Context: an optimization exercise on an open-source flow, tuned for small area. The choices shown serve that exercise and are no tape-out recipe. In this exercise RTL edits were held to simulation tests only and were not proved equivalent to the original. Power figures rest on the tool's default switching activity, not on a simulated workload.

## design/flow/design.v

```verilog
module permute_unit (
    input  logic         reset,
    input  logic [4:0]   opcode,
    input  logic [127:0] ra,
    input  logic [7:0]   rb,
    input  logic [6:0]   i7,
    output logic         is_perm,
    output logic [127:0] value
);
    logic [2:0]   nbits;
    logic [4:0]   nbytes;
    logic         is_shift, is_rot, is_gbb, is_gbh, is_gb;
    logic [15:0]  keep_byte;
    logic [6:0]   keep_low;
    logic [127:0] keep;
    logic [127:0] rot;
    logic [15:0]  gather;
    function automatic logic [5:0] rot_sel(input logic [2:0] nbits, input logic [3:0] nbytes);
        if (nbits != 3'd0)
            case (nbits)
                3'd1: rot_sel = 6'd17;
                3'd2: rot_sel = 6'd14;
                3'd3: rot_sel = 6'd31;
                3'd4: rot_sel = 6'd18;
                3'd5: rot_sel = 6'd33;
                3'd6: rot_sel = 6'd52;
                3'd7: rot_sel = 6'd47;
                default: rot_sel = 6'd0;
            endcase
        else
            case (nbytes)
                4'd0: rot_sel = 6'd0;
                4'd1: rot_sel = 6'd34;
                4'd2: rot_sel = 6'd1;
                4'd3: rot_sel = 6'd35;
                4'd4: rot_sel = 6'd4;
                4'd5: rot_sel = 6'd38;
                4'd6: rot_sel = 6'd5;
                4'd7: rot_sel = 6'd39;
                4'd8: rot_sel = 6'd24;
                4'd9: rot_sel = 6'd58;
                4'd10: rot_sel = 6'd25;
                4'd11: rot_sel = 6'd59;
                4'd12: rot_sel = 6'd28;
                4'd13: rot_sel = 6'd62;
                4'd14: rot_sel = 6'd29;
                4'd15: rot_sel = 6'd63;
                default: rot_sel = 6'd0;
            endcase
    endfunction
    always_comb
    begin
        nbits    = 3'd0;
        nbytes   = 5'd0;
        is_shift = 1'b0;
        is_rot   = 1'b0;
        is_gbb   = 1'b0;
        is_gbh   = 1'b0;
        is_gb    = 1'b0;
        case (opcode)
            5'd1:   begin is_shift = 1'b1; nbits  = rb[2:0]; end
            5'd2:  begin is_shift = 1'b1; nbits  = i7[2:0]; end
            5'd3:   begin is_shift = 1'b1; nbytes = rb[4:0]; end
            5'd4:  begin is_shift = 1'b1; nbytes = i7[4:0]; end
            5'd5: begin is_shift = 1'b1; nbytes = rb[7:3]; end
            5'd6:   begin is_rot = 1'b1;   nbits  = rb[2:0]; end
            5'd7:  begin is_rot = 1'b1;   nbits  = i7[2:0]; end
            5'd8:   begin is_rot = 1'b1;   nbytes = {1'b0, rb[3:0]}; end
            5'd9:  begin is_rot = 1'b1;   nbytes = {1'b0, i7[3:0]}; end
            5'd10: begin is_rot = 1'b1;   nbytes = {1'b0, rb[6:3]}; end
            5'd11:      is_gbb = 1'b1;
            5'd12:      is_gbh = 1'b1;
            5'd13:       is_gb  = 1'b1;
            default: ;
        endcase
    end
    assign is_perm = ~reset & (is_shift | is_rot | is_gbb | is_gbh | is_gb);
    always_comb
    begin
        for (int j = 0; j < 16; j++)
            keep_byte[j] = ~reset & (is_rot | (is_shift & ({1'b0, 4'(j)} >= nbytes)));
        for (int i = 0; i < 7; i++)
            keep_low[i] = keep_byte[0] & (is_rot | (3'(i) >= nbits));
        for (int k = 0; k < 128; k++)
            keep[k] = keep_byte[k / 8];
        keep[6:0] = keep_low;
    end
    perm_rotator u_rot (
        .ra    (ra),
        .sel   (rot_sel(nbits, nbytes[3:0])),
        .keepn (~keep),
        .y     (rot)
    );
    always_comb
    begin
        gather = '0;
        for (int j = 0; j < 16; j++)
            gather[15 - j] = gather[15 - j] | (is_gbb & ra[120 - 8 * j]);
        for (int j = 0; j < 8; j++)
            gather[7 - j] = gather[7 - j] | (is_gbh & ra[112 - 16 * j]);
        for (int j = 0; j < 4; j++)
            gather[3 - j] = gather[3 - j] | (is_gb & ra[96 - 32 * j]);
        if (reset)
            gather = '0;
    end
    assign value = rot | {16'd0, gather, 96'd0};
endmodule
module perm_rotator (
    input  logic [127:0] ra,
    input  logic [5:0]   sel,
    input  logic [127:0] keepn,
    output logic [127:0] y
);
    logic [127:0] l0, l1, l2, l3, l4, l5, l6;
    assign l0 = ra;
    assign l1 = sel[0] ? {l0[111:0], l0[127:112]} : l0;
    assign l2 = sel[1] ? {l1[108:0], l1[127:109]} : l1;
    assign l3 = sel[2] ? {l2[95:0], l2[127:96]} : l2;
    assign l4 = sel[3] ? {l3[48:0], l3[127:49]} : l3;
    assign l5 = sel[4] ? {l4[14:0], l4[127:15]} : l4;
    assign l6 = sel[5] ? {l5[10:0], l5[127:11]} : l5;
    assign y = l6 & ~keepn;
endmodule
module branch_unit (
    input  logic         reset,
    input  logic [4:0]   opcode,
    input  logic [31:0]  rt_word,
    input  logic [15:0]  i16,
    input  logic [17:0]  pc,
    output logic         is_branch,
    output logic         is_link,
    output logic [17:0]  link,
    output logic         taken,
    output logic [17:0]  next_pc
);
    logic [17:0] relative_target;
    logic [17:0] absolute_target;
    logic [17:0] link_pc;
    logic        word_nz, half_nz;
    logic        op_rel, op_abs, op_cond, cond;
    assign relative_target = {pc[17:2] + i16, pc[1:0]};
    assign absolute_target = {i16, 2'b00};
    assign link_pc         = {pc[17:2] + 16'd1, pc[1:0]};
    assign word_nz = |rt_word;
    assign half_nz = |rt_word[15:0];
    always_comb
    begin
        is_branch = 1'b0;
        is_link   = 1'b0;
        op_rel    = 1'b0;
        op_abs    = 1'b0;
        op_cond   = 1'b0;
        cond      = 1'b0;
        case (opcode)
            5'd14:    begin is_branch = 1'b1; op_rel = 1'b1; end
            5'd15:   begin is_branch = 1'b1; op_abs = 1'b1; end
            5'd16:  begin is_branch = 1'b1; op_rel = 1'b1; is_link = 1'b1; end
            5'd17: begin is_branch = 1'b1; op_abs = 1'b1; is_link = 1'b1; end
            5'd18:  begin is_branch = 1'b1; op_cond = 1'b1; cond = word_nz; end
            5'd19:   begin is_branch = 1'b1; op_cond = 1'b1; cond = ~word_nz; end
            5'd20: begin is_branch = 1'b1; op_cond = 1'b1; cond = half_nz; end
            5'd21:  begin is_branch = 1'b1; op_cond = 1'b1; cond = ~half_nz; end
            default: ;
        endcase
        if (reset)
        begin
            is_branch = 1'b0;
            is_link   = 1'b0;
            op_rel    = 1'b0;
            op_abs    = 1'b0;
            op_cond   = 1'b0;
        end
    end
    assign taken = op_rel | op_abs | (op_cond & cond);
    assign link  = is_link ? link_pc : 18'd0;
    always_comb
    begin
        next_pc = '0;
        if (op_rel)
            next_pc = relative_target;
        else if (op_abs)
            next_pc = absolute_target;
        else if (op_cond)
            next_pc = cond ? {relative_target[17:2], 2'b00} : link_pc;
    end
endmodule
module entry_expand (
    input  logic [136:0] c,
    output logic [142:0] entry
);
    logic b, w, v;
    assign b = c[136];
    assign w = c[135];
    assign v = b | w;
    assign entry = {v, b, v, c[127:0], w, c[134:128], 1'b0, w & ~b, 1'b0, b};
endmodule
module forward_chain (
    input  logic                    clock,
    input  logic                    reset,
    input  logic [136:0]            stage_d,    
    output logic [142:0]            fw_stage1,
    output logic [142:0]            fw_stage2,
    output logic [142:0]            fw_stage3,
    output logic [142:0]            fw_stage4,
    output logic [142:0]            fw_stage5,
    output logic [142:0]            fw_stage6,
    output logic [142:0]            fw_stage7,
    output logic [142:0]            result
);
    logic [136:0] stage1_q;
    logic [136:0] stage2_qn;
    logic [136:0] stage3_qn;
    logic [136:0] stage4_qn;
    logic [136:0] stage5_qn;
    logic [136:0] stage6_qn;
    logic [136:0] stage7_qn;
    logic [136:0] result_qn;
    logic [8:2]   invalid;
    always_ff @(posedge clock)
    begin
        stage1_q  <= stage_d;
        stage2_qn <= ~stage1_q;
        stage3_qn <= stage2_qn;
        stage4_qn <= stage3_qn;
        stage5_qn <= stage4_qn;
        stage6_qn <= stage5_qn;
        stage7_qn <= stage6_qn;
        result_qn <= stage7_qn;
        invalid   <= {invalid[7:2], 1'b0} | {7{reset}};
    end
    entry_expand u_e1 (.c(stage1_q), .entry(fw_stage1));
    entry_expand u_e2 (.c(~(stage2_qn | {137{invalid[2]}})), .entry(fw_stage2));
    entry_expand u_e3 (.c(~(stage3_qn | {137{invalid[3]}})), .entry(fw_stage3));
    entry_expand u_e4 (.c(~(stage4_qn | {137{invalid[4]}})), .entry(fw_stage4));
    entry_expand u_e5 (.c(~(stage5_qn | {137{invalid[5]}})), .entry(fw_stage5));
    entry_expand u_e6 (.c(~(stage6_qn | {137{invalid[6]}})), .entry(fw_stage6));
    entry_expand u_e7 (.c(~(stage7_qn | {137{invalid[7]}})), .entry(fw_stage7));
    entry_expand u_e8 (.c(~(result_qn | {137{invalid[8]}})), .entry(result));
endmodule
module odd_pipe (
    input  logic         clock,
    input  logic         reset,
    input  logic [4:0]   issue_opcode,
    input  logic [127:0] issue_ra,
    input  logic [127:0] issue_rb,
    input  logic [127:0] issue_rt_data,
    input  logic [6:0]   issue_rt_address,
    input  logic [6:0]   issue_i7,
    input  logic [15:0]  issue_i16,
    input  logic [31:0]  issue_pc,
    output logic [142:0] fw_stage1,
    output logic [142:0] fw_stage2,
    output logic [142:0] fw_stage3,
    output logic [142:0] fw_stage4,
    output logic [142:0] fw_stage5,
    output logic [142:0] fw_stage6,
    output logic [142:0] fw_stage7,
    output logic [142:0] result,
    output logic         branch_taken,
    output logic [31:0]  next_pc
);
    logic         perm_b, perm_w;
    logic [127:0] perm_value;
    logic         br_b, br_w;
    logic [17:0]  br_link;
    logic         br_taken;
    logic [17:0]  br_next_pc;
    logic [136:0] stage1_d;
    logic         taken_q;
    logic [17:0]  next_pc_q;
    permute_unit u_permute (
        .reset    (reset),
        .opcode   (issue_opcode),
        .ra       (issue_ra),
        .rb       (issue_rb[7:0]),
        .i7       (issue_i7),
        .is_perm  (perm_w),
        .value    (perm_value)
    );
    branch_unit u_branch (
        .reset    (reset),
        .opcode   (issue_opcode),
        .rt_word  (issue_rt_data[127:96]),
        .i16      (issue_i16),
        .pc       (issue_pc[17:0]),
        .is_branch(br_b),
        .is_link  (br_w),
        .link     (br_link),
        .taken    (br_taken),
        .next_pc  (br_next_pc)
    );
    assign perm_b = 1'b0;
    always_comb
    begin
        stage1_d = {br_b, perm_w | br_w,
                    issue_rt_address & {7{perm_w | br_b}},
                    perm_value | {14'd0, br_link, 96'd0}};
    end
    always_ff @(posedge clock)
    begin
        taken_q   <= br_taken;
        next_pc_q <= br_next_pc;
    end
    assign branch_taken = taken_q;
    assign next_pc      = {14'd0, next_pc_q};
    forward_chain u_chain (
        .clock     (clock),
        .reset     (reset),
        .stage_d   (stage1_d),
        .fw_stage1 (fw_stage1),
        .fw_stage2 (fw_stage2),
        .fw_stage3 (fw_stage3),
        .fw_stage4 (fw_stage4),
        .fw_stage5 (fw_stage5),
        .fw_stage6 (fw_stage6),
        .fw_stage7 (fw_stage7),
        .result    (result)
    );
endmodule
```

## design/flow/flow/run.sh

```bash
#!/bin/bash
# Layout flow:
#  2. the same synthesis again, with the rotator module swapped for a
#     cell-level version (flow/genrot.py);
#  3. the rest of the combinational logic mapped again for area, the
#     rotator's cells and all registers left as they are;
#  4. the registers checked against the standard synthesis (same names and
#     cells), else the standard netlist is remapped instead;
#  5. the standard layout, with the smallest buffer on the ports, pins one
#     track apart (the clock pin placed first, with room around it:
#     flow/pins.tcl) and a clock tree without dummy loads.
# Each tool's output goes to its own log here.
set -euo pipefail
bash standard.sh synth > synth.log 2>&1

RES=orfs/results/sky130hd/odd_pipe/base
LIB=$FLOW_HOME/platforms/sky130hd/lib/sky130_fd_sc_hd__tt_025C_1v80.lib
cp $RES/1_2_yosys.v 1_2_yosys_standard.v

# 2. synthesis with the cell-level rotator
python3 flow/genrot.py > cells_struct.v
python3 flow/swapmod.py design.v cells_struct.v > design_mine.v
sed "s#$PWD/design.v#$PWD/design_mine.v#" config.mk > config_mine.mk
sed "s#$PWD/config.mk#$PWD/config_mine.mk#g;s#$PWD/orfs#$PWD/orfs_mine#g" standard.sh > standard_mine.sh
bash standard_mine.sh synth > synth_mine.log 2>&1
MINE=orfs_mine/results/sky130hd/odd_pipe/base/1_2_yosys.v

# 3. area remap of the other combinational cells
python3 flow/mkmap.py $LIB cells_map.v > mkmap.log 2>&1
DU=""
for c in $(sed -n 's/^export DONT_USE_CELLS += *//p;/^ *sky130_fd_sc_hd__lpflow/p;/^ *sky130_fd_sc_hd__probe/p' $FLOW_HOME/platforms/sky130hd/config.mk | tr -d '\\'); do
  DU="$DU -dont_use $c"
done
printf 'set_driving_cell sky130_fd_sc_hd__buf_1\nset_load 5\n' > abc.constr
remap() {
  cat > remap_$3.ys <<EOT
read_liberty -lib $LIB
read_verilog $1
hierarchy -top $FLOW_TOP
select -set keep c:u_permute.u_rot.*
techmap -map cells_map.v c:* @keep %d
techmap
opt -purge
abc -script $PWD/flow/remap.abc -liberty $LIB $DU -constr $PWD/abc.constr -D 8000
opt_clean -purge
splitnets
opt_clean -purge
hilomap -singleton -hicell sky130_fd_sc_hd__conb_1 HI -locell sky130_fd_sc_hd__conb_1 LO
insbuf -buf sky130_fd_sc_hd__buf_1 A X
opt_clean -purge
write_verilog -noattr -nohex -nodec $2
EOT
  yosys -s remap_$3.ys > remap_$3.log 2>&1
}

# 4. keep the cell-level rotator only if the registers match the standard ones
if remap $MINE remapped_mine.v mine && python3 flow/regcheck.py 1_2_yosys_standard.v remapped_mine.v > regcheck.log 2>&1; then
  cp remapped_mine.v $RES/1_2_yosys.v
else
  remap 1_2_yosys_standard.v remapped_standard.v standard
  python3 flow/regcheck.py 1_2_yosys_standard.v remapped_standard.v > regcheck_standard.log 2>&1
  cp remapped_standard.v $RES/1_2_yosys.v
fi
rm -f $RES/1_synth.odb

# 5. layout
export BUFFER_PORTS_ARGS="-buffer_cell sky130_fd_sc_hd__buf_1"
export CTS_ARGS="-sink_clustering_enable -repair_clock_nets -dont_use_dummy_load -buf_list {sky130_fd_sc_hd__clkbuf_8} -sink_clustering_size 20 -sink_clustering_max_diameter 50"
export PLACE_PINS_ARGS="-min_distance 1 -min_distance_in_tracks -corner_avoidance 6"
export PRE_IO_PLACEMENT_TCL=$PWD/flow/pins.tcl
bash standard.sh finish > layout.log 2>&1
```

## design/flow/flow/genrot.py

```python
#!/usr/bin/env python3
# The permute unit's rotator, perm_rotator: ra rotated left by the sum of the
# level amounts D[j] whose sel[j] is set, then cleared where keepn is set.
#   genrot.py        the module as sky130 cells (for the layout flow): five
#                    o22ai levels (each a 2:1 select that inverts) and a last
#                    a221oi level that selects, inverts back and clears
#   genrot.py --rtl  the same module in plain SystemVerilog, and the table
#                    from shift amounts to level selects
# Six levels suffice because every amount the unit needs (bits 0..7 and
# multiples of 8 bits) is a sum of some of D modulo 128.
import sys

D = [16, 19, 32, 79, 113, 117]
K = len(D)
P = 'sky130_fd_sc_hd__'


def table():
    best = {}
    for mask in range(1 << K):
        s = sum(D[j] for j in range(K) if mask >> j & 1) % 128
        if s not in best or bin(mask).count('1') < bin(best[s]).count('1'):
            best[s] = mask
    return best


def rtl():
    b = table()
    o = ['// ra rotated left by the sum of D[j] over the set',
         f'// bits of sel, D = {D}, then cleared where keepn is set (written by',
         '// gen/genrot.py --rtl)',
         'module perm_rotator (',
         '    input  logic [127:0] ra,',
         f'    input  logic [{K - 1}:0]   sel,',
         '    input  logic [127:0] keepn,',
         '    output logic [127:0] y',
         ');']
    o.append('    logic [127:0] ' + ', '.join(f'l{j}' for j in range(K + 1)) + ';')
    o.append('    assign l0 = ra;')
    for j, d in enumerate(D):
        o.append(f'    assign l{j + 1} = sel[{j}] ? {{l{j}[{127 - d}:0], l{j}[127:{128 - d}]}} : l{j};')
    o.append(f'    assign y = l{K} & ~keepn;')
    o.append('endmodule')
    o.append('')
    o.append('// level selects for a rotation by nbits (1..7) or by 8 * nbytes')
    o.append(f'function automatic logic [{K - 1}:0] rot_sel(input logic [2:0] nbits, input logic [3:0] nbytes);')
    o.append('    if (nbits != 3\'d0)')
    o.append('        case (nbits)')
    for n in range(1, 8):
        o.append(f"            3'd{n}: rot_sel = {K}'d{b[n]};")
    o.append(f"            default: rot_sel = {K}'d0;")
    o.append('        endcase')
    o.append('    else')
    o.append('        case (nbytes)')
    for m in range(16):
        o.append(f"            4'd{m}: rot_sel = {K}'d{b[8 * m % 128]};")
    o.append(f"            default: rot_sel = {K}'d0;")
    o.append('        endcase')
    o.append('endfunction')
    return '\n'.join(o)


def cells():
    o = ['module perm_rotator (ra, sel, keepn, y);',
         '  input [127:0] ra;', f'  input [{K - 1}:0] sel;', '  input [127:0] keepn;',
         '  output [127:0] y;']
    cur = 'ra'
    for n, d in enumerate(D):
        last = n == K - 1
        nxt = 'y' if last else f'l{n}'
        if not last:
            o.append(f'  wire [127:0] {nxt};')
        o.append(f'  wire sn{n};')
        o.append(f'  {P}inv_1 si{n} (.A(sel[{n}]), .Y(sn{n}));')
        for i in range(128):
            a, b = f'{cur}[{(i - d) % 128}]', f'{cur}[{i}]'
            if not last:
                o.append(f'  {P}o22ai_1 m{n}_{i} (.A1({a}), .A2(sn{n}), .B1({b}), .B2(sel[{n}]), .Y({nxt}[{i}]));')
            else:
                o.append(f'  {P}a221oi_1 m{n}_{i} (.A1({a}), .A2(sel[{n}]), .B1({b}), .B2(sn{n}), '
                         f'.C1(keepn[{i}]), .Y(y[{i}]));')
        cur = nxt
    o.append('endmodule')
    return '\n'.join(o)


print(rtl() if '--rtl' in sys.argv else cells())
```

## design/flow/flow/mkmap.py

```python
#!/usr/bin/env python3
# Writes a techmap file that turns every combinational cell of a liberty
# file back into plain logic, from the cell's own function attributes.
# usage: mkmap.py LIBERTY OUT.v
import re, sys

txt = open(sys.argv[1]).read()
heads = list(re.finditer(r'\n\s*cell\s*\(\s*"?(\w+)"?\s*\)\s*\{', txt))
out = []
for k, m in enumerate(heads):
    body = txt[m.end():heads[k + 1].start() if k + 1 < len(heads) else len(txt)]
    if re.search(r'\b(ff|latch|statetable)\s*\(', body):
        continue
    pins = [(p.group(1), p.start()) for p in re.finditer(r'\n\s*pin\s*\(\s*"?(\w+)"?\s*\)', body)]
    ins, outs, ok = [], [], True
    for j, (p, s) in enumerate(pins):
        pb = body[s:pins[j + 1][1] if j + 1 < len(pins) else len(body)]
        d = re.search(r'direction\s*:\s*"?(\w+)"?', pb)
        if not d:
            continue
        if d.group(1) == 'input':
            ins.append(p)
        elif d.group(1) == 'output':
            f = re.search(r'\bfunction\s*:\s*"([^"]*)"', pb)
            if not f:
                ok = False
                break
            outs.append((p, f.group(1)))
        else:
            ok = False
    if not ok or not outs:
        continue

    def conv(f):
        f = f.replace('!', '~')
        f = re.sub(r'(\w)\s+(?=[\w(~])', r'\1&', f)
        f = re.sub(r'\)\s+(?=[\w(~])', ')&', f)
        return f.replace('*', '&').replace('+', '|')

    s = f"module {m.group(1)}({', '.join(ins + [o for o, _ in outs])});\n"
    s += ''.join(f"  input {p};\n" for p in ins)
    s += ''.join(f"  output {o};\n  assign {o} = {conv(f)};\n" for o, f in outs)
    out.append(s + "endmodule\n")
open(sys.argv[2], 'w').write('\n'.join(out))
```

## design/flow/flow/pins.tcl

```tcl
# Before pin placement: the clock pin goes to the middle of the left edge and
# no other pin comes within 6 um of it, since the clock net is routed with
# wider spacing than the pins one track apart would leave.
set block [ord::get_db_block]
set dbu [$block getDbUnitsPerMicron]
set h [expr {[[$block getDieArea] dy] / double($dbu)}]
set y [expr {round($h / 2.0)}]
place_pin -pin_name clock -layer met3 -location [list 0 $y] -pin_size {0.8 0.3} -force_to_die_boundary
set ::env(PLACE_PINS_ARGS) "$::env(PLACE_PINS_ARGS) -exclude left:[expr {$y - 6}]-[expr {$y + 6}]"
```

## design/flow/flow/regcheck.py

```python
#!/usr/bin/env python3
# Exit 0 when two netlists hold the same flip-flops: the same instance names,
# each of the same cell type.
# usage: regcheck.py A.v B.v
import re, sys

def regs(path):
    r = {}
    for m in re.finditer(r'^\s*(sky130_fd_sc_hd__(?:df|edf|sdf|dl)\w*)\s+(\S+)\s*\(', open(path).read(), re.M):
        r[m.group(2)] = m.group(1)
    return r

a, b = regs(sys.argv[1]), regs(sys.argv[2])
print(f'{len(a)} and {len(b)} registers')
if a != b:
    print('differ:', sorted(set(a.items()) ^ set(b.items()))[:10])
    sys.exit(1)
```

## design/flow/flow/remap.abc

```
strash
ifraig
dc2
dch -f
amap -m -F 4 -A 10
strash
dch -f
amap -m -F 4 -A 10
topo
```

## design/flow/flow/swapmod.py

```python
#!/usr/bin/env python3
# Replaces each module of NEW.v in a Verilog file with NEW.v's version.
# usage: swapmod.py DESIGN.v NEW.v > OUT.v
import re, sys
src = open(sys.argv[1]).read()
new = open(sys.argv[2]).read()
for m in re.finditer(r'^\s*module\s+(\w+)\b.*?^\s*endmodule\b', new, re.S | re.M):
    old = re.search(r'^\s*module\s+' + m.group(1) + r'\b.*?^\s*endmodule\b', src, re.S | re.M)
    if not old:
        sys.exit(f'module {m.group(1)} not found')
    src = src[:old.start()] + '\n' + m.group(0) + '\n' + src[old.end():]
sys.stdout.write(src)
```

## design/flow/standard.sh

```bash
#!/bin/bash
# synth_recipe.tcl (not shown) runs the flow's synth.tcl, then flattens the netlist and writes it again
# the make line also repeats each setting of config.mk as NAME=value (left out here)
make -C /OpenROAD-flow-scripts/flow DESIGN_CONFIG=/design/flow/config.mk WORK_HOME=/design/flow/orfs CLKGATE_MAP_FILE= SYNTH_SCRIPT=/design/flow/synth_recipe.tcl "${@:-finish}"
```

## design/flow/config.mk

```make
export PLATFORM = sky130hd
export DESIGN_NAME = odd_pipe
export DESIGN_NICKNAME = odd_pipe
export VERILOG_FILES = /design/flow/design.v
export SDC_FILE = /design/flow/constraint.sdc
export NUM_CORES = 8
export LEC_CHECK = 0
export CAP_MARGIN = 20
export CORE_AREA = 5 5 255 255
export DIE_AREA = 0 0 260 260
export SLEW_MARGIN = 20
```

## design/flow/constraint.sdc

```tcl
create_clock -name core_clock -period 8.0 [get_ports {clock}]
set_input_delay 1.6000 -clock core_clock [delete_from_list [all_inputs] [get_ports {clock}]]
set_output_delay 1.6000 -clock core_clock [all_outputs]
set_load 0.01 [all_outputs]
```

==> flow_summary_export.csv, run 1 <==
group,metric,value,unit
sta,fin_crit,6790,ps
power,powerDensity,255,nW/µm²
power,totalPowerFinal,0.0107,W
floorplan,die_outline_area,67600,µm²
placed_design,portBuffers,1367,
power,share_seq_of_total_power,59.7,%
sta,final_min_period_over_clock_period,84.9,%
clock_network,ctsHoldBuffers,0,
placed_design,dpl_worst_slack,1100,ps
critical_path,critical-path-top-delay-family,"compound AO/OA/AOI/OAI gates",
sta,slew-limit-headroom,19.4,%
layout,non_filler_cell_area_final,41800,µm²
route,drcViolationCount,0,
critical_path,worstReg2RegStart,"u_chain.invalid[3]$_DFF_P_",
route,drt-total-wl,172,mm
critical_path,critical_path.cell_chain,"buf_1, clkinv_8, nor2_1, clkinv_1, nor2_1, clkinv_1, o22ai_1, a222oi_1, o21ai_4, clkinv_2, buf_12, o22ai_1, o22ai_1, o22ai_1, o22ai_1, o22ai_1, a221oi_1, a31oi_1, o311ai_1",
global_routing,grt.total_usage,47.7,%
power,p_sw_share,30.5,%
layout,area.growth.synth_to_final,23.0,%
placed_design,post_detailed_placement_half_perimeter_wirelength,133,mm
power,fraction_of_power_consumed_by_combinational_cells,16.1,%
worst_hold_path,hold_path_class,"register to register",
power,peakVddDrop,224,µV
layout,fin_util,67.6,%
clock_network,clock_path_buffers,3,
layout,mostFrequentLayoutCell,"buf_1",
floorplan,width_of_the_chip,260,µm
critical_path,critical_path_startpoint_category,"primary input",
route,dr.first_iter.drc_count,5723,
floorplan,floorplan.rows,91,
floorplan,core_region_area,61800,µm²
sta,timing_max_transition_violations_final,0,
global_routing,global_route.overflow_total,0,
critical_path,cp-startpoint,"issue_opcode[2]",
sta,setup-violations-final,0,
route,detail_route.wl_per_cell,29.9,µm
clock_network,number_of_buffers_inserted_to_repair_setup_after_cts,0,
critical_path,critPathArrivalTime,7280,ps
synth,post_synth_instance_area,34000,µm²
run,maxCapViolations,0,
sta,max_clock_freq,0.147,GHz
power,cell_internal_pwr,0.00740,W
clock_network,cts_sinks,1122,
global_routing,global_route_wire_length_before_repair,235,mm
placed_design,placed_cells_incl_taps,5646,
layout,final-instance-count-excl-fill,5753,
clock_network,clock_tree_root,"clkbuf_8",
outcome,outcome,"no timing/DRC/antenna violations",
critical_path,slowest_stage,"o22ai_1",
placed_design,gp_congestion,1.08,
critical_path,crit_path_max_incr_delay,610,ps
global_routing,grt_antenna_before_repair,37,
clock_network,cts_inserted_buffers,81,
power,clock_power_share,24.2,%
power,power_switching,0.00326,W
clock_network,tritoncts,"yes",
route,vias_per_cell,6.17,
synth,postSynthCellCount,3429,
floorplan,ios,1629,
placed_design,placement.cell_area,40600,µm²
critical_path,critPathKind,"primary input to register",
critical_path,cp.required,8490,ps
sta,timing.final.hold_violations,0,
synth,synth-warning-count,4,
layout,filler_cell_count,4857,
sta,grt_setup_unrepaired,"no",
layout,mostFrequentLayoutCells,"buf_1, dfxtp_1, nor2_1",
route,detailroute.via_count,35500,
power,power_leakage,14.5,nW
critical_path,critical_path_peak_fanout,114,
route,drt_first_pass_iters,9,
global_routing,grt_pass1_vias,33300,
sta,setup_skew,117,ps
critical_path,worst-path-buf-inv,6,
critical_path,critical_path.most_common_cell,"o22ai_1",
floorplan,initial_utilization,55.0,%
floorplan,die_height,260,µm
global_routing,maximum_number_of_pins_on_one_net_before_global_route_repair,129,
worst_hold_path,hold_path_startpoint,"u_chain.stage5_qn[102]$_DFF_P_",
sta,layout_setup_ws,1210,ps
clock_network,clock_network_latency_to_the_later_pin_of_the_worst_skew_pair,740,ps
clock_network,cts_max_level,3,
sta,timing_worst_slew_pin_value,1210,ps
synth,syn_area_per_cell,9.91,µm²
clock_network,cts-resized-gates,0,
layout,num-nets-final,5347,
critical_path,worst_setup_path_end_kind,"register",
clock_network,clkTransAtPathRegs,110,ps
route,ant_nets,0,
layout,post_route_cells_drive_above_1_share,3.05,%
[layout make-up]
type | count | area, µm² | share of cell area (%)
Antenna cell | 24 | 60.1 | 0.144
Multi-Input combinational cell | 2072 | 10700 | 25.7
Tap cell | 837 | 1050 | 2.51
Sequential cell | 1122 | 22500 | 53.8
Clock buffer | 81 | 1110 | 2.67
Inverter | 210 | 818 | 1.96
Timing Repair Buffer | 1407 | 5540 | 13.2
[routing by layer]
metal / track usage, % / share of wire (%) / vias up
met3: 24.2 / 16 / 843
met1: 54.1 / 33 / 16400
li1: - / - / 15100
met5: 1.83 / 0.15 / -
met2: 69.3 / 42 / 3087
met4: 33.8 / 9.0 / 36
[power by group through the flow]
stage,registers (W),clock network [W],logic (W)
4_1_cts,0.00634,0.00257,0.00160
3_3_place_gp,0.00644,0,0.00161
3_5_place_dp,0.00647,0,0.00159
2_1_floorplan,0.00639,0,0.000856
5_1_grt,0.00639,0.00280,0.00174
6_report,0.00636,0.00258,0.00172
[per-stage QoR]
step | TNS [ps] | hold slack [ps]
6_report | 0 | 249
5_1_grt | 0 | 266
4_1_cts | 0 | 255
3_5_place_dp | 0 | 335
3_3_place_gp | 0 | 332
2_1_floorplan | -77750 | 331
[worst paths after layout]
kind / slack [ps] / to / cells after the start
setup / recovery: 1210 / u_chain.stage1_q[99]$_DFF_P_ / 19
hold reg to reg: 250 / u_chain.stage6_qn[102]$_DFF_P_ / 0
hold / removal: 250 / u_chain.stage6_qn[102]$_DFF_P_ / 0
setup reg to reg: 5730 / u_chain.invalid[4]$_DFF_P_ / 3
[state kept, by name, summed over array words and instances (netlist names)]
register and count:
next_pc_q 18, u_chain.stage2_qn 137, u_chain.stage4_qn 137, u_chain.stage5_qn 137
taken_q 1, u_chain.stage3_qn 137, u_chain.stage1_q 137, u_chain.stage7_qn 137
u_chain.invalid 7, u_chain.result_qn 137, u_chain.stage6_qn 137
==> run 2: changes to the inputs <==
--- a/design/flow/flow/run.sh
+++ b/design/flow/flow/run.sh
@@ -65,7 +65,7 @@
 
 # 5. layout
 export BUFFER_PORTS_ARGS="-buffer_cell sky130_fd_sc_hd__buf_1"
-export CTS_ARGS="-sink_clustering_enable -repair_clock_nets -dont_use_dummy_load -buf_list {sky130_fd_sc_hd__clkbuf_8} -sink_clustering_size 20 -sink_clustering_max_diameter 50"
+export CTS_ARGS="-sink_clustering_enable -repair_clock_nets -dont_use_dummy_load -buf_list {sky130_fd_sc_hd__clkbuf_16} -sink_clustering_size 34 -sink_clustering_max_diameter 70"
 export PLACE_PINS_ARGS="-min_distance 1 -min_distance_in_tracks -corner_avoidance 6"
 export PRE_IO_PLACEMENT_TCL=$PWD/flow/pins.tcl
 bash standard.sh finish > layout.log 2>&1
==> run 2 against run 1 <==
Against the previous run:
- still clean
- maximum frequency grew 0.70%
- sequential share of layout area about the same
- sequential cell count did not move
- synthesized cell count unchanged
- wire length shrank 0.38%
- sequential power about the same
- clock skew decreased by 44 ps
- clock power is 3% higher
- worst setup slack better by 47 ps
- final cell count shrank 0.61%
- combinational power is essentially flat
- critical path depth is the same
- largest cell class unchanged
==> flow_summary_export.csv, run 2 <==
group,metric,value,unit
outcome,outcome,"no timing/DRC/antenna violations",
sta,fin_crit,6740,ps
clock_network,cts_max_level,2,
clock_network,tritoncts,"yes",
critical_path,slowest_stage,"o22ai_1",
layout,area.growth.synth_to_final,23.1,%
floorplan,die_height,260,µm
layout,non_filler_cell_area_final,41800,µm²
power,peakVddDrop,259,µV
clock_network,cts-resized-gates,0,
placed_design,placement.cell_area,40600,µm²
placed_design,post_detailed_placement_half_perimeter_wirelength,133,mm
clock_network,clock_network_latency_to_the_later_pin_of_the_worst_skew_pair,620,ps
route,drt-total-wl,171,mm
worst_hold_path,hold_path_startpoint,"u_chain.stage2_qn[26]$_DFF_P_",
floorplan,die_outline_area,67600,µm²
global_routing,grt_antenna_before_repair,41,
sta,grt_setup_unrepaired,"no",
critical_path,critPathArrivalTime,7180,ps
critical_path,crit_path_max_incr_delay,550,ps
layout,post_route_cells_drive_above_1_share,2.37,%
sta,final_min_period_over_clock_period,84.3,%
route,vias_per_cell,6.20,
synth,postSynthCellCount,3429,
clock_network,ctsHoldBuffers,0,
route,dr.first_iter.drc_count,5884,
floorplan,floorplan.rows,91,
sta,timing_worst_slew_pin_value,1200,ps
sta,holdWs,297,ps
critical_path,worstReg2RegStart,"u_chain.invalid[3]$_DFF_P_",
floorplan,ios,1629,
critical_path,critical_path_peak_fanout,114,
floorplan,initial_utilization,55.0,%
route,drcViolationCount,0,
layout,filler_cell_count,4848,
route,detail_route.wl_per_cell,30.0,µm
synth,post_synth_instance_area,34000,µm²
global_routing,global_route.overflow_total,0,
route,detailroute.via_count,35500,
clock_network,clock_path_buffers,3,
critical_path,worst_setup_path_end_kind,"register",
global_routing,grt.total_usage,47.3,%
critical_path,cp.required,8440,ps
placed_design,gp_congestion,1.08,
sta,fin_tns_setup,0,ps
power,power_leakage,14.4,nW
critical_path,cp-startpoint,"issue_opcode[2]",
critical_path,critical_path_startpoint_category,"primary input",
sta,setup-violations-final,0,
layout,mostFrequentLayoutCells,"buf_1, dfxtp_1, nor2_1",
placed_design,portBuffers,1367,
sta,timing.final.hold_violations,0,
clock_network,clock_tree_root,"clkbuf_16",
clock_network,cts_sinks,1122,
power,totalPowerFinal,0.0107,W
clock_network,number_of_buffers_inserted_to_repair_setup_after_cts,0,
global_routing,global_route_wire_length_before_repair,233,mm
critical_path,critical_path.most_common_cell,"o22ai_1",
clock_network,clkTransAtPathRegs,120,ps
sta,slew-limit-headroom,19.2,%
critical_path,critPathKind,"primary input to register",
synth,syn_area_per_cell,9.91,µm²
global_routing,maximum_number_of_pins_on_one_net_before_global_route_repair,129,
layout,final-instance-count-excl-fill,5718,
sta,setup_skew,73.2,ps
floorplan,width_of_the_chip,260,µm
global_routing,grt_pass1_vias,33000,
critical_path,critical_path.cell_chain,"buf_1, clkinv_8, nor2_1, clkinv_1, nor2_1, clkinv_1, o22ai_1, a222oi_1, o21ai_4, clkinv_2, buf_12, o22ai_1, o22ai_1, o22ai_1, o22ai_1, o22ai_1, a221oi_1, a31oi_1, o221ai_1",
synth,synth-warning-count,4,
route,ant_nets,0,
sta,max_clock_freq,0.148,GHz
layout,mostFrequentLayoutCell,"buf_1",
route,drt_first_pass_iters,10,
clock_network,cts_inserted_buffers,45,
layout,num-nets-final,5312,
run,maxCapViolations,0,
sta,timing_max_transition_violations_final,0,
worst_hold_path,hold_path_class,"register to register",
power,powerDensity,257,nW/µm²
placed_design,placed_cells_incl_taps,5646,
floorplan,core_region_area,61800,µm²
==> run 2: worst max-delay path, delay by kind of cell <==
family	cells	cell delay [ps]
AO/OA/AOI/OAI	11	3480
AND/OR/NAND/NOR	2	470
buffers and inverters	6	1550
==> run 2: area by class of cell <==
cell class	instances	area [µm²]	area share, %
clock buffers	45	1130	2.69
repair buffers	1408	5540	13.2
multi-input cells	2072	10700	25.7
flip-flops and latches	1122	22500	53.8
diodes	24	60.1	0.144
inverters	210	818	1.96
well taps	837	1050	2.50
==> run 2: final timing paths <==
kind                                    to  slack [ps]  depth (start not counted)
min          u_chain.stage3_qn[26]$_DFF_P_         300                          0
max          u_chain.stage1_q[101]$_DFF_P_        1260                         19
max reg2reg     u_chain.invalid[4]$_DFF_P_        5750                          3
min reg2reg  u_chain.stage3_qn[26]$_DFF_P_         300                          0
==> run 2: where the power goes <==
group	total, W	switching (W)	internal [W]
Combinational	0.00173	0.00128	0.000445
Sequential	0.00636	0.000310	0.00605
Clock	0.00265	0.00163	0.00101
Total	0.0107	0.00322	0.00751
==> run 2: routing by layer <==
metal  track usage, %  share of wire, %  up-vias
met5             2.05              0.13        -
met1             54.4                33    16400
li1                 -                 -    15000
met2             69.7                42     3150
met3             22.0                16      813
met4             32.7               9.1       34
==> run 2: stage by stage <==
| step | utilization [%] | worst slack, ps |
|---|---|---|
| after floorplan | - | -766 |
| after detailed placement | 65.7 | 1100 |
| after global placement | 65.7 | 1070 |
| final | 67.7 | 1260 |
| after CTS | 67.5 | 1720 |
| after global routing | 67.6 | 1180 |
==> run 3: changes to the inputs <==
--- a/design/flow/flow/run.sh
+++ b/design/flow/flow/run.sh
@@ -65,7 +65,7 @@
 
 # 5. layout
 export BUFFER_PORTS_ARGS="-buffer_cell sky130_fd_sc_hd__buf_1"
-export CTS_ARGS="-sink_clustering_enable -repair_clock_nets -dont_use_dummy_load -buf_list {sky130_fd_sc_hd__clkbuf_16} -sink_clustering_size 34 -sink_clustering_max_diameter 70"
+export CTS_ARGS="-sink_clustering_enable -repair_clock_nets -dont_use_dummy_load -buf_list {sky130_fd_sc_hd__clkbuf_16} -sink_clustering_size 30 -sink_clustering_max_diameter 60"
 export PLACE_PINS_ARGS="-min_distance 1 -min_distance_in_tracks -corner_avoidance 6"
 export PRE_IO_PLACEMENT_TCL=$PWD/flow/pins.tcl
 bash standard.sh finish > layout.log 2>&1
==> run 3 against run 2 <==
Against the previous run:
- first-iteration DRC count down 0.99%
- synthesized area did not move
- final cell count grew 0.30%
- worst setup slack lost 38 ps
- maximum frequency fell by 0.55%
- sequential cell count unchanged
- power increased by 1.9%
- clock power rose by 7.5%
- synthesized cell count did not move
- die area unchanged
- critical path type unchanged
- critical endpoint is now u_chain.stage1_q[105]$_DFF_P_
- largest power group unchanged
==> flow_summary_export.csv, run 3 <==
group,metric,value,unit
outcome,outcome,"no timing/DRC/antenna violations",
clock_network,cts_sinks,1122,
clock_network,clock_path_buffers,3,
sta,fin_crit,6780,ps
power,peakVddDrop,239,µV
critical_path,critical_path.cell_chain,"buf_1, clkinv_8, nor2_1, clkinv_1, nor2_1, clkinv_1, o22ai_1, a222oi_1, o21ai_4, clkinv_2, buf_12, o22ai_1, o22ai_1, o22ai_1, o22ai_1, o22ai_1, a221oi_1, a31oi_1, o21ai_0",
floorplan,die_height,260,µm
global_routing,grt.total_usage,47.2,%
clock_network,clkTransAtPathRegs,100,ps
floorplan,initial_utilization,55.0,%
sta,fin_tns_setup,0,ps
synth,post_synth_instance_area,34000,µm²
global_routing,maximum_number_of_pins_on_one_net_before_global_route_repair,129,
clock_network,clock_network_latency_to_the_later_pin_of_the_worst_skew_pair,670,ps
global_routing,global_route_wire_length_before_repair,233,mm
global_routing,grt_pass1_vias,33100,
critical_path,slowest_stage,"o22ai_1",
power,powerDensity,260,nW/µm²
floorplan,die_outline_area,67600,µm²
layout,post_route_cells_drive_above_1_share,2.47,%
run,maxCapViolations,0,
critical_path,critical_path_peak_fanout,114,
critical_path,worst-path-buf-inv,6,
clock_network,cts_inserted_buffers,53,
sta,slew-limit-headroom,16.6,%
sta,layout_setup_ws,1220,ps
clock_network,tritoncts,"yes",
route,detailroute.via_count,35600,
layout,mostFrequentLayoutCells,"buf_1, dfxtp_1, nor2_1",
synth,postSynthCellCount,3429,
critical_path,worst-r2r-cell-count,3,
critical_path,critical-path-top-delay-family,"compound AO/OA/AOI/OAI gates",
critical_path,worst_setup_path_end_kind,"register",
floorplan,core_region_area,61800,µm²
placed_design,gp_congestion,1.08,
placed_design,dpl_worst_slack,1100,ps
route,drcViolationCount,0,
critical_path,worstSetupPathDepth,19,
power,power_leakage,14.5,nW
synth,syn_area_per_cell,9.91,µm²
critical_path,critPathKind,"primary input to register",
worst_hold_path,holdPathStages,0,
sta,timing_worst_slew_pin_value,1250,ps
critical_path,critical_path_startpoint_category,"primary input",
critical_path,crit_path_max_incr_delay,590,ps
synth,synth-warning-count,4,
clock_network,clock_tree_root,"clkbuf_16",
clock_network,number_of_buffers_inserted_to_repair_setup_after_cts,0,
critical_path,critPathArrivalTime,7220,ps
global_routing,global_route.overflow_total,0,
floorplan,floorplan.rows,91,
floorplan,width_of_the_chip,260,µm
sta,max_clock_freq,0.147,GHz
sta,timing_max_transition_violations_final,0,
route,drt-total-wl,171,mm
sta,setup-violations-final,0,
layout,fin_util,68.0,%
route,detail_route.wl_per_cell,29.8,µm
route,vias_per_cell,6.21,
global_routing,grt_antenna_before_repair,43,
sta,final_min_period_over_clock_period,84.8,%
sta,grt_setup_unrepaired,"no",
critical_path,critical_path.most_common_cell,"o22ai_1",
placed_design,portBuffers,1367,
layout,final-instance-count-excl-fill,5735,
critical_path,cp.required,8440,ps
floorplan,ios,1629,
layout,area.growth.synth_to_final,23.7,%
sta,setup_skew,63.5,ps
route,drt_first_pass_iters,9,
clock_network,cts_max_level,2,
clock_network,cts-resized-gates,0,
sta,holdWs,288,ps
route,dr.first_iter.drc_count,5826,
clock_network,ctsHoldBuffers,0,
placed_design,post_detailed_placement_half_perimeter_wirelength,133,mm
route,ant_nets,0,
layout,mostFrequentLayoutCell,"buf_1",
layout,num-nets-final,5319,
sta,timing.final.hold_violations,0,
worst_hold_path,hold_path_class,"register to register",
placed_design,placed_cells_incl_taps,5646,
-- run 3: final cells by class --
| cell class | instances | area (µm²) |
|---|---|---|
| timing repair buffer | 1407 | 5540 |
| clock buffer | 53 | 1330 |
| antenna | 34 | 85.1 |
| tap | 837 | 1050 |
| fill | 4791 | 19800 |
| inverter | 210 | 818 |
| multi-input combinational | 2072 | 10700 |
| sequential | 1122 | 22500 |
-- run 3: power by group --
| part | switching, W | internal, W | total [W] |
|---|---|---|---|
| logic | 0.00128 | 0.000445 | 0.00172 |
| registers | 0.000311 | 0.00605 | 0.00636 |
| clock network | 0.00167 | 0.00118 | 0.00285 |
| total | 0.00326 | 0.00768 | 0.0109 |
-- run 3: worst paths after layout --
kind	startpoint	endpoint	slack, ps
max	issue_opcode[2]	u_chain.stage1_q[105]$_DFF_P_	1220
min	u_chain.stage2_qn[115]$_DFF_P_	u_chain.stage3_qn[115]$_DFF_P_	290
max reg2reg	u_chain.invalid[3]$_DFF_P_	u_chain.invalid[4]$_DFF_P_	5720
min reg2reg	u_chain.stage2_qn[115]$_DFF_P_	u_chain.stage3_qn[115]$_DFF_P_	290
-- run 3: metal layers --
metal | vias up | track usage, % | wire length (µm)
li1 | 15100 | - | -
met1 | 16500 | 53.8 | 56900
met2 | 3120 | 68.7 | 71100
met3 | 858 | 22.3 | 26400
met4 | 36 | 35.4 | 16300
met5 | - | 2.12 | 295
-- run 3: stage by stage --
stage / cell area, µm² / power, W
6_report: 42000 / 0.0109
5_1_grt: 42000 / 0.0112
4_1_cts: 41900 / 0.0108
3_5_place_dp: 40600 / 0.00806
3_3_place_gp: 40600 / 0.00804
2_1_floorplan: 34200 / 0.00724
==> run 4: changes to the inputs <==
--- a/design/flow/flow/run.sh
+++ b/design/flow/flow/run.sh
@@ -65,7 +65,7 @@
 
 # 5. layout
 export BUFFER_PORTS_ARGS="-buffer_cell sky130_fd_sc_hd__buf_1"
-export CTS_ARGS="-sink_clustering_enable -repair_clock_nets -dont_use_dummy_load -buf_list {sky130_fd_sc_hd__clkbuf_16} -sink_clustering_size 30 -sink_clustering_max_diameter 60"
+export CTS_ARGS="-sink_clustering_enable -repair_clock_nets -dont_use_dummy_load -buf_list {sky130_fd_sc_hd__clkbuf_16} -sink_clustering_size 30 -sink_clustering_max_diameter 80"
 export PLACE_PINS_ARGS="-min_distance 1 -min_distance_in_tracks -corner_avoidance 6"
 export PRE_IO_PLACEMENT_TCL=$PWD/flow/pins.tcl
 bash standard.sh finish > layout.log 2>&1
==> run 4 against run 3 <==
Against the previous run:
- clock skew shrank 1.3 ps
- register-to-register slack gained 20 ps
- non-clock buffer count is the same
- critical path type unchanged
- largest power group unchanged
- highest routed layer unchanged
==> flow_summary_export.csv, run 4 <==
group,metric,value,unit
placed_design,portBuffers,1367,
power,powerDensity,257,nW/µm²
critical_path,slowest_stage,"o22ai_1",
power,peakVddDrop,211,µV
global_routing,maximum_number_of_pins_on_one_net_before_global_route_repair,129,
clock_network,clock_tree_root,"clkbuf_16",
floorplan,initial_utilization,55.0,%
layout,num-nets-final,5311,
critical_path,critical_path_peak_fanout,114,
sta,timing_max_transition_violations_final,0,
route,vias_per_cell,6.24,
clock_network,cts_max_level,2,
sta,fin_tns_setup,0,ps
outcome,outcome,"no timing/DRC/antenna violations",
worst_hold_path,hold-path-endpoint,"u_chain.stage3_qn[115]$_DFF_P_",
critical_path,critical-path-top-delay-family,"compound AO/OA/AOI/OAI gates",
critical_path,regToRegEndpoint,"u_chain.invalid[4]$_DFF_P_",
route,drt_first_pass_iters,12,
layout,mostFrequentLayoutCells,"buf_1, dfxtp_1, nor2_1",
global_routing,grt_pass1_vias,33100,
sta,final_min_period_over_clock_period,85.0,%
global_routing,grt.total_usage,47.5,%
floorplan,die_outline_area,67600,µm²
layout,post_route_cells_drive_above_1_share,2.29,%
critical_path,worst-r2r-cell-count,3,
sta,setup_skew,62.3,ps
floorplan,core_region_area,61800,µm²
floorplan,ios,1629,
synth,syn_area_per_cell,9.91,µm²
critical_path,critical_path.most_common_cell,"o22ai_1",
clock_network,clock_network_latency_to_the_later_pin_of_the_worst_skew_pair,620,ps
synth,synth-warning-count,4,
clock_network,cts_sinks,1122,
critical_path,worst-path-buf-inv,6,
clock_network,clock_path_buffers,3,
global_routing,global_route.overflow_total,0,
synth,postSynthCellCount,3429,
critical_path,worstReg2RegStart,"u_chain.invalid[3]$_DFF_P_",
route,detail_route.wl_per_cell,30.1,µm
sta,timing_worst_slew_pin_value,1230,ps
layout,area.growth.synth_to_final,22.9,%
critical_path,cp-startpoint,"issue_opcode[2]",
critical_path,critPathKind,"primary input to register",
placed_design,gp_congestion,1.08,
worst_hold_path,holdPathStages,0,
route,ant_nets,0,
sta,grt_setup_unrepaired,"no",
sta,setup-violations-final,0,
run,maxCapViolations,0,
layout,fin_util,67.6,%
layout,mostFrequentLayoutCell,"buf_1",
floorplan,die_height,260,µm
placed_design,post_detailed_placement_half_perimeter_wirelength,133,mm
critical_path,critical_path.cell_chain,"buf_1, clkinv_8, nor2_1, clkinv_1, nor2_1, clkinv_1, o22ai_1, a222oi_1, o21ai_4, clkinv_2, buf_12, o22ai_1, o22ai_1, o22ai_1, o22ai_1, o22ai_1, a221oi_1, a31oi_1, o311ai_1",
clock_network,clkTransAtPathRegs,110,ps
route,detailroute.via_count,35600,
sta,max_clock_freq,0.147,GHz
critical_path,critPathArrivalTime,7260,ps
worst_hold_path,hold_path_startpoint,"u_chain.stage2_qn[115]$_DFF_P_",
floorplan,floorplan.rows,91,
synth,post_synth_instance_area,34000,µm²
route,dr.first_iter.drc_count,5815,
sta,timing.final.hold_violations,0,
global_routing,grt_antenna_before_repair,39,
clock_network,tritoncts,"yes",
clock_network,cts_inserted_buffers,45,
global_routing,global_route_wire_length_before_repair,234,mm
route,drt-total-wl,172,mm
critical_path,worstSetupPathDepth,19,
sta,fin_crit,6800,ps
sta,slew-limit-headroom,17.1,%
power,power_leakage,14.4,nW
critical_path,critical_path_startpoint_category,"primary input",
clock_network,ctsHoldBuffers,0,
route,drcViolationCount,0,
critical_path,reg2reg_slack,5740,ps
critical_path,worst_setup_path_end_kind,"register",
floorplan,width_of_the_chip,260,µm
critical_path,cp.required,8460,ps
clock_network,number_of_buffers_inserted_to_repair_setup_after_cts,0,
critical_path,crit_path_max_incr_delay,610,ps
clock_network,cts-resized-gates,0,
worst_hold_path,hold_path_class,"register to register",
[run 4: worst max path at each step]
stage                                     to  slack (ps)
6_report        u_chain.stage1_q[99]$_DFF_P_        1200
5_1_grt         u_chain.stage1_q[99]$_DFF_P_        1060
2_1_floorplan   u_chain.stage1_q[97]$_DFF_P_        -770
4_1_cts        u_chain.stage1_q[101]$_DFF_P_        1710
3_3_place_gp   u_chain.stage1_q[109]$_DFF_P_        1070
3_5_place_dp   u_chain.stage1_q[101]$_DFF_P_        1100
[run 4: worst register-to-register path, stage by stage (launching register included)]
cell and delay [ps]:
dfxtp_4 640, buf_4 670, buf_4 670, or2_0 220
[run 4: power by group]
part	leakage, nW	internal [W]	switching [W]
sequential	9.20	0.00605	0.000314
combinational	4.68	0.000445	0.00128
clock	0.555	0.00102	0.00163
[run 4: final cells by class]
cell class                      instances  area (µm²)
Inverter                              210         818
Antenna cell                           16        40.0
Multi-Input combinational cell       2072       10700
Tap cell                              837        1050
Fill cell                            4826       20000
Sequential cell                      1122       22500
Timing Repair Buffer                 1407        5540
Clock buffer                           45        1130
[run 4: metal layers]
metal	GRT usage (%)	vias to the layer above	share of wire, %
li1	-	15100	-
met1	54.2	16600	33
met2	70.1	3135	42
met3	22.9	829	16
met4	33.0	40	9.1
met5	1.17	-	0.17
[run 4: metrics by stage]
step / hold slack [ps] / std cells / total power (W) / worst slack, ps / area (µm²)
2_1_floorplan: 331 / 3458 / 0.00724 / -766 / 34200
3_3_place_gp: 332 / 5646 / 0.00804 / 1070 / 40600
3_5_place_dp: 335 / 5646 / 0.00806 / 1100 / 40600
4_1_cts: 303 / 5691 / 0.0106 / 1710 / 41700
5_1_grt: 305 / 5702 / 0.0110 / 1060 / 41800
6_report: 297 / 5709 / 0.0107 / 1200 / 41800
==> run 5: changes to the inputs <==
--- a/design/flow/config.mk
+++ b/design/flow/config.mk
@@ -6,6 +6,6 @@
 export NUM_CORES = 8
 export LEC_CHECK = 0
 export CAP_MARGIN = 20
-export CORE_AREA = 5 5 255 255
-export DIE_AREA = 0 0 260 260
+export CORE_AREA = 5 5 245 245
+export DIE_AREA = 0 0 250 250
 export SLEW_MARGIN = 20
==> run 5 against run 4 <==
Against the previous run:
- via count increased by 0.66%
- sequential cell count unchanged
- critical path depth down 1
- final area about the same
- synthesized area stayed put
- worst setup slack improved by 140 ps
- clock-buffer cell count grew 1
- critical endpoint is now u_chain.stage1_q[109]$_DFF_P_
==> flow_summary_export.csv, run 5 <==
group,metric,value,unit
outcome,outcome,"no timing/DRC/antenna violations",
floorplan,floorplan.rows,88,
synth,post_synth_instance_area,34000,µm²
floorplan,core_region_area,57400,µm²
floorplan,ios,1629,
global_routing,grt_antenna_before_repair,40,
critical_path,critical_path_startpoint_category,"primary input",
synth,postSynthCellCount,3429,
layout,post_route_cells_drive_above_1_share,2.45,%
route,ant_nets,0,
sta,grt_setup_unrepaired,"no",
clock_network,cts_inserted_buffers,46,
power,power_leakage,14.5,nW
placed_design,portBuffers,1367,
layout,fin_util,72.8,%
power,fraction_of_power_consumed_by_combinational_cells,15.9,%
clock_network,ctsHoldBuffers,0,
clock_network,cts-resized-gates,0,
route,detail_route.wl_per_cell,29.3,µm
global_routing,global_route.overflow_total,0,
floorplan,die_outline_area,62500,µm²
sta,final_min_period_over_clock_period,83.2,%
critical_path,slowest_stage,"buf_4",
placed_design,post_detailed_placement_half_perimeter_wirelength,129,mm
power,powerDensity,257,nW/µm²
critical_path,critPathKind,"primary input to register",
critical_path,critPathArrivalTime,7140,ps
critical_path,worst_setup_path_end_kind,"register",
clock_network,clock_path_buffers,3,
layout,mostFrequentLayoutCells,"buf_1, dfxtp_1, nor2_1",
sta,max_clock_freq,0.150,GHz
critical_path,critical_path.most_common_cell,"o22ai_1",
global_routing,maximum_number_of_pins_on_one_net_before_global_route_repair,129,
global_routing,global_route_wire_length_before_repair,227,mm
critical_path,cp.required,8490,ps
power,totalPowerFinal,0.0107,W
clock_network,tritoncts,"yes",
clock_network,cts_max_level,2,
layout,filler_cell_count,4122,
sta,timing.final.hold_violations,0,
sta,timing_max_transition_violations_final,0,
layout,area.growth.synth_to_final,22.9,%
sta,setup-violations-final,0,
route,drcViolationCount,0,
worst_hold_path,hold_path_class,"register to register",
run,maxCapViolations,0,
floorplan,width_of_the_chip,250,µm
route,detailroute.via_count,35800,
global_routing,grt_pass1_vias,32400,
route,drt-total-wl,166,mm
power,power_switching,0.00320,W
sta,holdWs,296,ps
layout,sequential_cell_area,22500,µm²
critical_path,critical_path_peak_fanout,84,
clock_network,clock_tree_root,"clkbuf_16",
power,cell_internal_pwr,0.00753,W
floorplan,die_height,250,µm
critical_path,critical-path-top-delay-family,"compound AO/OA/AOI/OAI gates",
placed_design,gp_congestion,1.12,
route,drt_first_pass_iters,10,
sta,fin_crit,6660,ps
layout,multiInputGateArea,10700,µm²
clock_network,clock_network_latency_to_the_later_pin_of_the_worst_skew_pair,630,ps
route,dr.first_iter.drc_count,6319,
sta,setup_skew,60.1,ps
power,share_seq_of_total_power,59.3,%
global_routing,grt.total_usage,49.0,%
sta,slew-limit-headroom,13.4,%
synth,synth-warning-count,4,
clock_network,cts_sinks,1122,
critical_path,critical_path.cell_chain,"buf_1, clkinv_8, nor2_1, clkinv_1, nor2_1, clkinv_1, o22ai_1, a222oi_1, o311ai_4, buf_4, buf_4, o22ai_1, o22ai_1, o22ai_1, o22ai_1, a221oi_1, a31oi_1, o21ai_0",
critical_path,worst-path-buf-inv,6,
floorplan,initial_utilization,59.3,%
layout,num-nets-final,5319,
clock_network,clkTransAtPathRegs,110,ps
layout,mostFrequentLayoutCell,"buf_1",
critical_path,crit_path_max_incr_delay,660,ps
clock_network,number_of_buffers_inserted_to_repair_setup_after_cts,0,
sta,timing_worst_slew_pin_value,1290,ps
synth,syn_area_per_cell,9.91,µm²
power,p_sw_share,29.8,%
power,peakVddDrop,244,µV
power,clock_power_share,24.8,%
route,vias_per_cell,6.33,
[run 5: final timing paths]
check,from,to,slack [ps],depth (start not counted)
worst max-delay path,issue_opcode[2],u_chain.stage1_q[109]$_DFF_P_,1340,18
worst min-delay path,u_chain.stage5_qn[100]$_DFF_P_,u_chain.stage6_qn[100]$_DFF_P_,300,0
worst max register to register,u_chain.invalid[4]$_DFF_P_,u_chain.invalid[5]$_DFF_P_,6380,2
worst min register to register,u_chain.stage5_qn[100]$_DFF_P_,u_chain.stage6_qn[100]$_DFF_P_,300,0
[run 5: layer usage]
layer	routed length (µm)	track usage, %	up-vias	part of all wire [%]
met5	241	0.772	-	0.15
met1	53900	56.4	16400	33
met4	17100	38.2	32	10
met2	68800	71.7	3367	42
li1	-	-	15100	-
met3	25600	20.9	912	15
[run 5: power groups by stage]
| stage | clock network [W] | registers, W | logic, W |
|---|---|---|---|
| floorplan | 0 | 0.00639 | 0.000856 |
| global placement | 0 | 0.00644 | 0.00157 |
| detailed placement | 0 | 0.00646 | 0.00156 |
| CTS | 0.00264 | 0.00634 | 0.00157 |
| global route | 0.00286 | 0.00639 | 0.00171 |
| finish | 0.00266 | 0.00636 | 0.00171 |
[run 5: cell type report]
type	count	share of cell area (%)
flip-flops and latches	1122	53.8
multi-input cells	2072	25.7
repair buffers	1414	13.3
clock buffers	46	2.76
well taps	765	2.29
inverters	210	1.96
diodes	33	0.198
[run 5: per-stage QoR]
step / setup slack (ps) / std cells / TNS [ps] / cell area (µm²)
after floorplan: -766 / 3458 / -77750 / 34200
after global placement: 1160 / 5581 / 0 / 40500
after detailed placement: 1110 / 5581 / 0 / 40500
after CTS: 1750 / 5627 / 0 / 41700
after global routing: 1220 / 5647 / 0 / 41700
final: 1340 / 5662 / 0 / 41800
==> run 6: changes to the inputs <==
--- a/design/flow/design.v
+++ b/design/flow/design.v
@@ -138,9 +138,23 @@
     logic [17:0] link_pc;
     logic        word_nz, half_nz;
     logic        op_rel, op_abs, op_cond, cond;
-    assign relative_target = {pc[17:2] + i16, pc[1:0]};
+    logic [16:0] rc, lc;
+    logic [15:0] rs, ls;
+    always_comb
+    begin
+        rc[0] = 1'b0;
+        lc[0] = 1'b1;
+        for (int k = 0; k < 16; k++)
+        begin
+            rs[k]     = pc[k + 2] ^ i16[k] ^ rc[k];
+            rc[k + 1] = (pc[k + 2] & i16[k]) | (rc[k] & (pc[k + 2] ^ i16[k]));
+            ls[k]     = pc[k + 2] ^ lc[k];
+            lc[k + 1] = pc[k + 2] & lc[k];
+        end
+    end
+    assign relative_target = {rs, pc[1:0]};
     assign absolute_target = {i16, 2'b00};
-    assign link_pc         = {pc[17:2] + 16'd1, pc[1:0]};
+    assign link_pc         = {ls, pc[1:0]};
     assign word_nz = |rt_word;
     assign half_nz = |rt_word[15:0];
     always_comb
--- a/design/flow/flow/run.sh
+++ b/design/flow/flow/run.sh
@@ -3,7 +3,8 @@
 #  2. the same synthesis again, with the rotator module swapped for a
 #     cell-level version (flow/genrot.py);
 #  3. the rest of the combinational logic mapped again for area, the
-#     rotator's cells and all registers left as they are;
+#     rotator's cells, the full and half adders and all registers left as
+#     they are;
 #  4. the registers checked against the standard synthesis (same names and
 #     cells), else the standard netlist is remapped instead;
 #  5. the standard layout, with the smallest buffer on the ports, pins one
@@ -37,7 +38,7 @@
 read_liberty -lib $LIB
 read_verilog $1
 hierarchy -top $FLOW_TOP
-select -set keep c:u_permute.u_rot.*
+select -set keep c:u_permute.u_rot.* t:sky130_fd_sc_hd__fa_* t:sky130_fd_sc_hd__ha_*
 techmap -map cells_map.v c:* @keep %d
 techmap
 opt -purge
--- a/design/flow/config.mk
+++ b/design/flow/config.mk
@@ -6,6 +6,6 @@
 export NUM_CORES = 8
 export LEC_CHECK = 0
 export CAP_MARGIN = 20
-export CORE_AREA = 5 5 245 245
-export DIE_AREA = 0 0 250 250
+export CORE_AREA = 5 5 255 255
+export DIE_AREA = 0 0 260 260
 export SLEW_MARGIN = 20
==> run 6 against run 5 <==
Against the previous run:
- the flow now stops in 5_1_grt
- synthesized area decreased by 0.33%
- synthesized cell count decreased by 2.5%
==> flow_summary_export.csv, run 6 <==
group,metric,value,unit
outcome,outcome.stop_stage,"5_1_grt",
clock_network,clock_path_buffers,3,
global_routing,global_route.overflow_total,6,
clock_network,cts-resized-gates,0,
clock_network,number_of_buffers_inserted_to_repair_setup_after_cts,0,
floorplan,die_height,260,µm
clock_network,ctsHoldBuffers,0,
placed_design,portBuffers,1367,
placed_design,gp_congestion,1.10,
synth,synth-warning-count,4,
synth,syn_area_per_cell,10.1,µm²
outcome,first-error,"[ERROR GRT-0116] Global routing finished with congestion. Check the congestion regions in the DRC Viewer.",
synth,post_synth_instance_area,33900,µm²
synth,postSynthCellCount,3344,
clock_network,cts_max_level,2,
floorplan,width_of_the_chip,260,µm
outcome,outcome,"did not finish",
placed_design,post_detailed_placement_half_perimeter_wirelength,135,mm
floorplan,initial_utilization,54.8,%
clock_network,clock_tree_root,"clkbuf_16",
global_routing,maximum_number_of_pins_on_one_net_before_global_route_repair,129,
clock_network,cts_inserted_buffers,45,
global_routing,grt_pass1_vias,34600,
floorplan,ios,1629,
global_routing,global_route_wire_length_before_repair,239,mm
global_routing,grt.total_usage,49.2,%
floorplan,floorplan.rows,91,
[run 6: power groups by stage]
| stage | Clock [W] | Sequential [W] | Combinational, W |
|---|---|---|---|
| CTS | 0.00263 | 0.00643 | 0.00175 |
| detailed placement | 0 | 0.00655 | 0.00174 |
| global placement | 0 | 0.00652 | 0.00175 |
| floorplan | 0 | 0.00646 | 0.000933 |
[run 6: worst min-delay path by stage]
stage / slack (ps) / start / cells past startpoint / to
after floorplan: 330 / u_chain.stage7_qn[100]$_DFF_P_ / 0 / u_chain.result_qn[100]$_DFF_P_
after detailed placement: 340 / u_chain.stage6_qn[132]$_DFF_P_ / 0 / u_chain.stage7_qn[132]$_DFF_P_
after global placement: 330 / u_chain.stage6_qn[40]$_DFF_P_ / 0 / u_chain.stage7_qn[40]$_DFF_P_
after CTS: 300 / u_chain.stage2_qn[88]$_DFF_P_ / 0 / u_chain.stage3_qn[88]$_DFF_P_
[run 6: through the flow]
stage | instances | worst slack [ps] | hold slack [ps] | util [%] | area, µm²
2_1_floorplan | 3373 | -4070 | 331 | - | 34000
3_3_place_gp | 5572 | -21.1 | 332 | 65.5 | 40500
3_5_place_dp | 5572 | 25.9 | 335 | 65.5 | 40500
4_1_cts | 5617 | 629 | 296 | 67.4 | 41700
[run 6: metal layers]
layer  overflow  global-route usage [%]
met5          0                    1.24
met4          1                    39.1
met3          0                    26.6
met2          5                    73.0
met1          0                    51.9
==> run 7: changes to the inputs <==
--- a/design/flow/config.mk
+++ b/design/flow/config.mk
@@ -6,6 +6,6 @@
 export NUM_CORES = 8
 export LEC_CHECK = 0
 export CAP_MARGIN = 20
-export CORE_AREA = 5 5 255 255
-export DIE_AREA = 0 0 260 260
+export CORE_AREA = 5 5 265 265
+export DIE_AREA = 0 0 270 270
 export SLEW_MARGIN = 20
==> run 7 against run 6 <==
Against the previous run:
- synthesized cell count stayed put
- now clean on timing, DRC and antenna
- synthesized area is the same
==> flow_summary_export.csv, run 7 <==
group,metric,value,unit
outcome,outcome,"no timing/DRC/antenna violations",
floorplan,die_height,270,µm
power,p_sw_share,30.4,%
route,drt_first_pass_iters,9,
power,power_switching,0.00334,W
sta,setup_skew,62.8,ps
floorplan,initial_utilization,50.4,%
route,dr.first_iter.drc_count,4759,
critical_path,critical_path_startpoint_category,"primary input",
critical_path,critical_path_peak_fanout,2,
global_routing,global_route.overflow_total,0,
synth,postSynthCellCount,3344,
critical_path,cp.required,8460,ps
power,powerDensity,263,nW/µm²
sta,timing_worst_slew_pin_value,1150,ps
sta,timing_max_transition_violations_final,0,
route,ant_nets,0,
global_routing,grt_pass1_vias,31500,
power,cell_internal_pwr,0.00764,W
sta,final_min_period_over_clock_period,92.6,%
synth,synth-warning-count,4,
layout,post_route_cells_drive_above_1_share,2.47,%
power,clock_power_share,24.5,%
global_routing,global_route_wire_length_before_repair,228,mm
placed_design,gp_congestion,1.16,
synth,post_synth_instance_area,33900,µm²
route,vias_per_cell,5.95,
power,fraction_of_power_consumed_by_combinational_cells,17.0,%
sta,fin_crit,7410,ps
sta,fin_tns_setup,0,ps
clock_network,cts_sinks,1122,
placed_design,post_detailed_placement_half_perimeter_wirelength,131,mm
layout,num-nets-final,5260,
clock_network,number_of_buffers_inserted_to_repair_setup_after_cts,0,
global_routing,maximum_number_of_pins_on_one_net_before_global_route_repair,141,
clock_network,ctsHoldBuffers,0,
floorplan,floorplan.rows,95,
clock_network,clock_path_buffers,3,
critical_path,critPathArrivalTime,7860,ps
sta,grt_setup_unrepaired,"no",
clock_network,cts-resized-gates,0,
worst_hold_path,hold_path_class,"register to register",
critical_path,critPathKind,"primary input to register",
floorplan,core_region_area,67200,µm²
sta,max_clock_freq,0.135,GHz
sta,timing.final.hold_violations,0,
power,totalPowerFinal,0.0110,W
synth,syn_area_per_cell,10.1,µm²
sta,holdWs,291,ps
placed_design,dpl_worst_slack,33.9,ps
power,peakVddDrop,223,µV
clock_network,tritoncts,"yes",
layout,mostFrequentLayoutCell,"buf_1",
layout,mostFrequentLayoutCells,"buf_1, dfxtp_1, nor2_1",
layout,non_filler_cell_area_final,41800,µm²
sta,slew-limit-headroom,22.8,%
layout,area.growth.synth_to_final,23.2,%
floorplan,ios,1629,
power,share_seq_of_total_power,58.6,%
clock_network,cts_max_level,2,
clock_network,clkTransAtPathRegs,100,ps
route,detail_route.wl_per_cell,29.2,µm
floorplan,width_of_the_chip,270,µm
run,maxCapViolations,0,
global_routing,grt_antenna_before_repair,15,
clock_network,clock_network_latency_to_the_later_pin_of_the_worst_skew_pair,630,ps
placed_design,portBuffers,1367,
route,drcViolationCount,0,
global_routing,grt.total_usage,42.4,%
clock_network,cts_inserted_buffers,47,
route,detailroute.via_count,33700,
sta,layout_setup_ws,592,ps
sta,setup-violations-final,0,
critical_path,worst_setup_path_end_kind,"register",
floorplan,die_outline_area,72900,µm²
placed_design,placement.cell_area,40500,µm²
clock_network,clock_tree_root,"clkbuf_16",
power,power_leakage,14.5,nW
route,drt-total-wl,165,mm
-- run 7: final timing paths --
| kind | startpoint | to | slack, ps | cells past startpoint |
|---|---|---|---|---|
| setup / recovery | issue_i16[0] | next_pc_q[16]$_DFF_P_ | 590 | 20 |
| hold / removal | u_chain.stage3_qn[51]$_DFF_P_ | u_chain.stage4_qn[51]$_DFF_P_ | 290 | 0 |
| setup reg to reg | u_chain.invalid[5]$_DFF_P_ | u_chain.invalid[6]$_DFF_P_ | 6540 | 2 |
| hold reg to reg | u_chain.stage3_qn[51]$_DFF_P_ | u_chain.stage4_qn[51]$_DFF_P_ | 290 | 0 |
-- run 7: cell type report --
cell class	instances	area, µm²
inverters	204	796
repair buffers	1410	5520
flip-flops and latches	1122	22500
well taps	873	1090
diodes	11	27.5
fillers	5674	25400
clock buffers	47	1180
multi-input cells	1993	10700
-- run 7: routing by layer --
| metal | GRT usage, % | share of wire [%] | up-vias |
|---|---|---|---|
| li1 | - | - | 14700 |
| met1 | 48.3 | 34 | 15800 |
| met2 | 65.2 | 43 | 2549 |
| met3 | 16.6 | 13 | 642 |
| met4 | 30.5 | 9.5 | 14 |
| met5 | 0.0658 | 0.057 | - |
-- run 7: power groups by stage --
| stage | registers, W | clock network [W] | logic, W |
|---|---|---|---|
| floorplan | 0.00646 | 0 | 0.000933 |
| global placement | 0.00653 | 0 | 0.00176 |
| detailed placement | 0.00655 | 0 | 0.00175 |
| CTS | 0.00642 | 0.00271 | 0.00176 |
| global route | 0.00648 | 0.00291 | 0.00189 |
| finish | 0.00643 | 0.00269 | 0.00187 |
-- run 7: stage by stage --
| step | instances | util, % |
|---|---|---|
| after floorplan | 3373 | - |
| after global placement | 5601 | 60.3 |
| after detailed placement | 5601 | 60.4 |
| after CTS | 5648 | 62.1 |
| after global routing | 5656 | 62.2 |
| final | 5660 | 62.2 |
-- run 7: critical path: stages --
cell,delay [ps]
buf_1,150
ha_1,180
clkinv_1,70
fa_1,400
fa_1,400
fa_1,400
fa_1,400
fa_1,410
fa_1,390
fa_1,410
fa_1,390
fa_1,380
fa_1,390
fa_1,410
fa_1,380
clkinv_1,60
fa_1,190
fa_1,420
a222oi_1,330
clkinv_1,100
